This design comes from an exercise in tuning for small area, a short achievable clock period and few clock cycles per item on the open sky130 flow, not from production work. At most, simulation tests tie the RTL to the original design; equivalence was not proved. Power is estimated from default activity; no workload was simulated.

## servo_slew_limited_pwm_top
module servo_slew_limited_pwm_top #(
  parameter int CHANNELS = 5
) (
  input  logic               clk,
  input  logic               rst_n,
  input  logic               in_valid,
  output logic               in_ready,
  input  logic               in_op,
  input  logic [2:0]         in_channel,
  input  logic signed [11:0] in_target_pos,
  input  logic [11:0]        in_step_limit,
  input  logic               in_enable_req,
  input  logic [4:0]         in_pins_low,
  output logic               out_valid,
  input  logic               out_ready,
  output logic [2:0]         out_channel,
  output logic               out_pwm_write,
  output logic [11:0]        out_pwm_value,
  output logic               out_last,
  input  logic               cfg_we,
  input  logic [1:0]         cfg_index,
  input  logic [11:0]        cfg_wdata
);
export LEC_CHECK = 0
export ABC_CLOCK_PERIOD_IN_PS = 5000
export CAP_MARGIN = 20
export CORE_MARGIN = 2
export CORE_UTILIZATION = 40
export SETUP_SLACK_MARGIN = 5
export SLEW_MARGIN = 20
create_clock -name core_clock -period 11.0 [get_ports {clk}]
run.sh (not shown) runs the stock make flow with config.mk's settings and CLKGATE_MAP_FILE= SYNTH_SCRIPT=/design/flow/synth_recipe.tcl, a recipe that flattens the netlist after the stock synthesis.
Then changed:
--- a/flow/design.v
+++ b/flow/design.v
@@ -187,25 +187,25 @@
     end
     if (tick_start) wpins <= pins_e;
   end
   logic [2:0]         set_ch;
   logic signed [11:0] set_tgt;
   logic [5:0]         set_lq;
   logic [6:0]         set_lr;
   logic               set_en;
   always_comb begin
     set_ch  = d0 ? q0_ch  : q1_ch;
     set_tgt = d0 ? q0_tgt : q1_tgt;
     set_lq  = d0 ? q0_lq  : q1_lq;
-    set_lr  = d0 ? 7'(q0_llo - ({1'b0, q0_lq} * 7'd100)) : 7'(q1_llo - ({1'b0, q1_lq} * 7'd100));
+    set_lr  = 7'((d0 ? q0_llo : q1_llo) - ({1'b0, set_lq} * 7'd100));
     set_en  = d0 ? q0_en  : q1_en;
   end
   logic [3:0] pos;
   logic [4:0] swe;
   always_comb begin
     pos = 4'(h) + 4'd6 - 4'(set_ch);
     if (pos >= 4'd5) pos = pos - 4'd5;
     if (pos >= 4'd5) pos = pos - 4'd5;
     for (int k = 0; k < 5; k++)
       swe[k] = set_drain && (set_ch < 3'd5) && (pos == 4'(k));
   end
   logic signed [11:0] rt  [5];
Effect:
- hold slack gets better by 0.0081 ns
- non-clock buffer count increases by 6
- worst setup slack is better by 0.047 ns
- routed wire length climbs by 4.2%
- cell count came out higher by 0.53%
- design area goes up by 0.97%
- synthesized area grows by 0.83%
- power is lower by 7.1%
Function was not checked in any run of this note: the RTL went through the layout flow alone.


== v6 ==
Another version of the RTL of servo_slew_limited_pwm_top (not shown whole).
For scale: about 420 flip-flops, roughly 72 I/O pins, ~25000 um2 of cells after synthesis.
make LEC_CHECK=0 CAP_MARGIN=20 CORE_MARGIN=2 CORE_UTILIZATION=55 SETUP_SLACK_MARGIN=5 SLEW_MARGIN=20 finish   # period 11.0 ns
### v6 -> v7
--- a/flow/design.v
+++ b/flow/design.v
@@ -192,15 +192,15 @@
   logic [5:0]         set_lq;
   logic [6:0]         set_lr;
   logic               set_en;
   always_comb begin
     set_ch  = d0 ? q0_ch  : q1_ch;
     set_tgt = d0 ? q0_tgt : q1_tgt;
     set_lq  = d0 ? q0_lq  : q1_lq;
-    set_lr  = d0 ? 7'(q0_llo - ({1'b0, q0_lq} * 7'd100)) : 7'(q1_llo + ({1'b0, q1_lq} * 7'd28));
+    set_lr  = 7'((d0 ? q0_llo : q1_llo) - ({1'b0, set_lq} * 7'd100));
     set_en  = d0 ? q0_en  : q1_en;
   end
   logic [3:0] pos;
   logic [4:0] swe;
   always_comb begin
     pos = 4'(h) + 4'd6 - 4'(set_ch);
     if (pos >= 4'd5) pos = pos - 4'd5;
@@ -294,19 +294,18 @@
         end
       end
     end
   end
   logic               p1_v, p1_calc, p1_dis, p1_rnz;
   logic signed [11:0] p1_q;
   logic               p2_calc, p2_dis, p2_s;
-  logic [16:0]        p2_a, p2_b;
+  logic [11:0]        p2_m;
   logic               s1, inc1;
   logic [10:0]        m1;
-  logic [16:0]        a1, b1;
-  logic [25:0]        acc;
+  logic [22:0]        prod1;
   logic signed [13:0] raw;
   logic [11:0]        pwm_c;
   always_ff @(posedge clk) begin
     if (!rst_n) begin
       p1_v <= 1'b0;
       p2_v <= 1'b0;
     end else if (ready) begin
@@ -319,29 +318,26 @@
       p1_calc <= mov;
       p1_dis  <= dis;
       p1_q    <= qn;
       p1_rnz  <= rn != 7'd0;
       p2_calc <= p1_calc;
       p2_dis  <= p1_dis;
       p2_s    <= s1;
-      p2_a    <= a1;
-      p2_b    <= b1;
+      p2_m    <= prod1[21:10];
     end
   end
   always_comb begin
-    s1   = p1_q[11];
-    inc1 = s1 && !p1_rnz;
-    m1   = s1 ? ~p1_q[10:0] : p1_q[10:0];
-    a1   = 17'(m1 * gain_r[5:0]) + (inc1 ? 17'(gain_r[5:0]) : 17'd0);
-    b1   = 17'(m1 * gain_r[11:6]) + (inc1 ? 17'(gain_r[11:6]) : 17'd0);
+    s1    = p1_q[11];
+    inc1  = s1 && !p1_rnz;
+    m1    = s1 ? ~p1_q[10:0] : p1_q[10:0];
+    prod1 = 23'(m1 * gain_r) + (inc1 ? 23'(gain_r) : 23'd0);
   end
   always_comb begin
-    acc = {4'd0, mid_r, 10'd0} + ({9'd0, p2_a} ^ {26{p2_s}})
-        + (({9'd0, p2_b} ^ {26{p2_s}}) << 6) + (p2_s ? 26'd1088 : 26'd0);
-    raw = acc[23:10];
+    raw = p2_s ? 14'($signed({2'b0, mid_r}) - $signed({2'b0, p2_m}))
+               : 14'($signed({2'b0, mid_r}) + $signed({2'b0, p2_m}));
     if (raw < sslp_pkg::PWM_MIN)      pwm_c = 12'd200;
     else if (raw > sslp_pkg::PWM_MAX) pwm_c = 12'd3250;
     else                              pwm_c = raw[11:0];
   end
   logic        wr0, wr1;
   logic [11:0] val0, val1;
   logic        push;
v7 vs. v6: horizontal die dimension shrank by 1.2%, smallest hold slack held steady, via count of the first global-routing pass shrank by 310, maximum net fanout on the critical path shrank by 10, wire length reported by the detailed router grew by about 2.3%. v7 — final instance area 1.6% lower, v6 as reference. v6 has a lower worst max-slew margin expressed relative to the limit than v7. v7 has completed all stages; timing, DRC and antenna checks passed. Delta (v7 minus v6): first-pass GRT wire length shows no meaningful change, worst setup margin shows an increase of 0.16 ns, utilization shows an increase of 0.63 points. Maximum level of the CTS H-tree delta (v7 -> v6): insignificant. The sequential share of layout area of v7 falls short of that of v6 by 1.2 points. Combined area of the multi-input logic cells, v6 and v7: lower on v7.
Testbench counts of v7, summed over its fixed seeds: cycles 9,884, items 9,600.
The RTL of v6 was laid out without a check of its function.

==> separate check: timing with driven ports <==
No port has a modelled driver above. Below, the same layouts with a new extraction and two added sets of constraints.
Step 1, drivers: a clkbuf_16 drives clk and a buf_2 each remaining input, both assumed.
Step 2, shift: input delay + t, output delay - t, t = (earliest + latest rising clock arrival at the registers) / 2. This alone moves slack from input paths to output paths.
Three values: ideal, step 1, step 2; two values: the first two.
run | shift t [ns] | setup WS [ns] | worst setup path after step 2 | latest minus earliest clock arrival (ns) | worst register clock-pin slew, ns
the first run of note 1 | 0.639 | 5.280 / 5.280 / 5.239 | input to register | 0.042 / 0.041 | 0.06 / 0.06
the second run of note 1 | 0.629 | 5.327 / 5.327 / 5.053 | input to register | 0.015 / 0.015 | 0.07 / 0.07
v6 | 0.638 | 5.138 / 5.138 / 5.138 | register to register | 0.045 / 0.044 | 0.07 / 0.07
v7 | 0.637 | 5.298 / 5.298 / 5.298 | register to register | 0.038 / 0.038 | 0.07 / 0.07
After both steps every run listed still meets setup and hold. For the second run of note 1, which loses most, drivers alone change the setup slack by 0.000 ns; drivers and shift together by -0.274 ns.
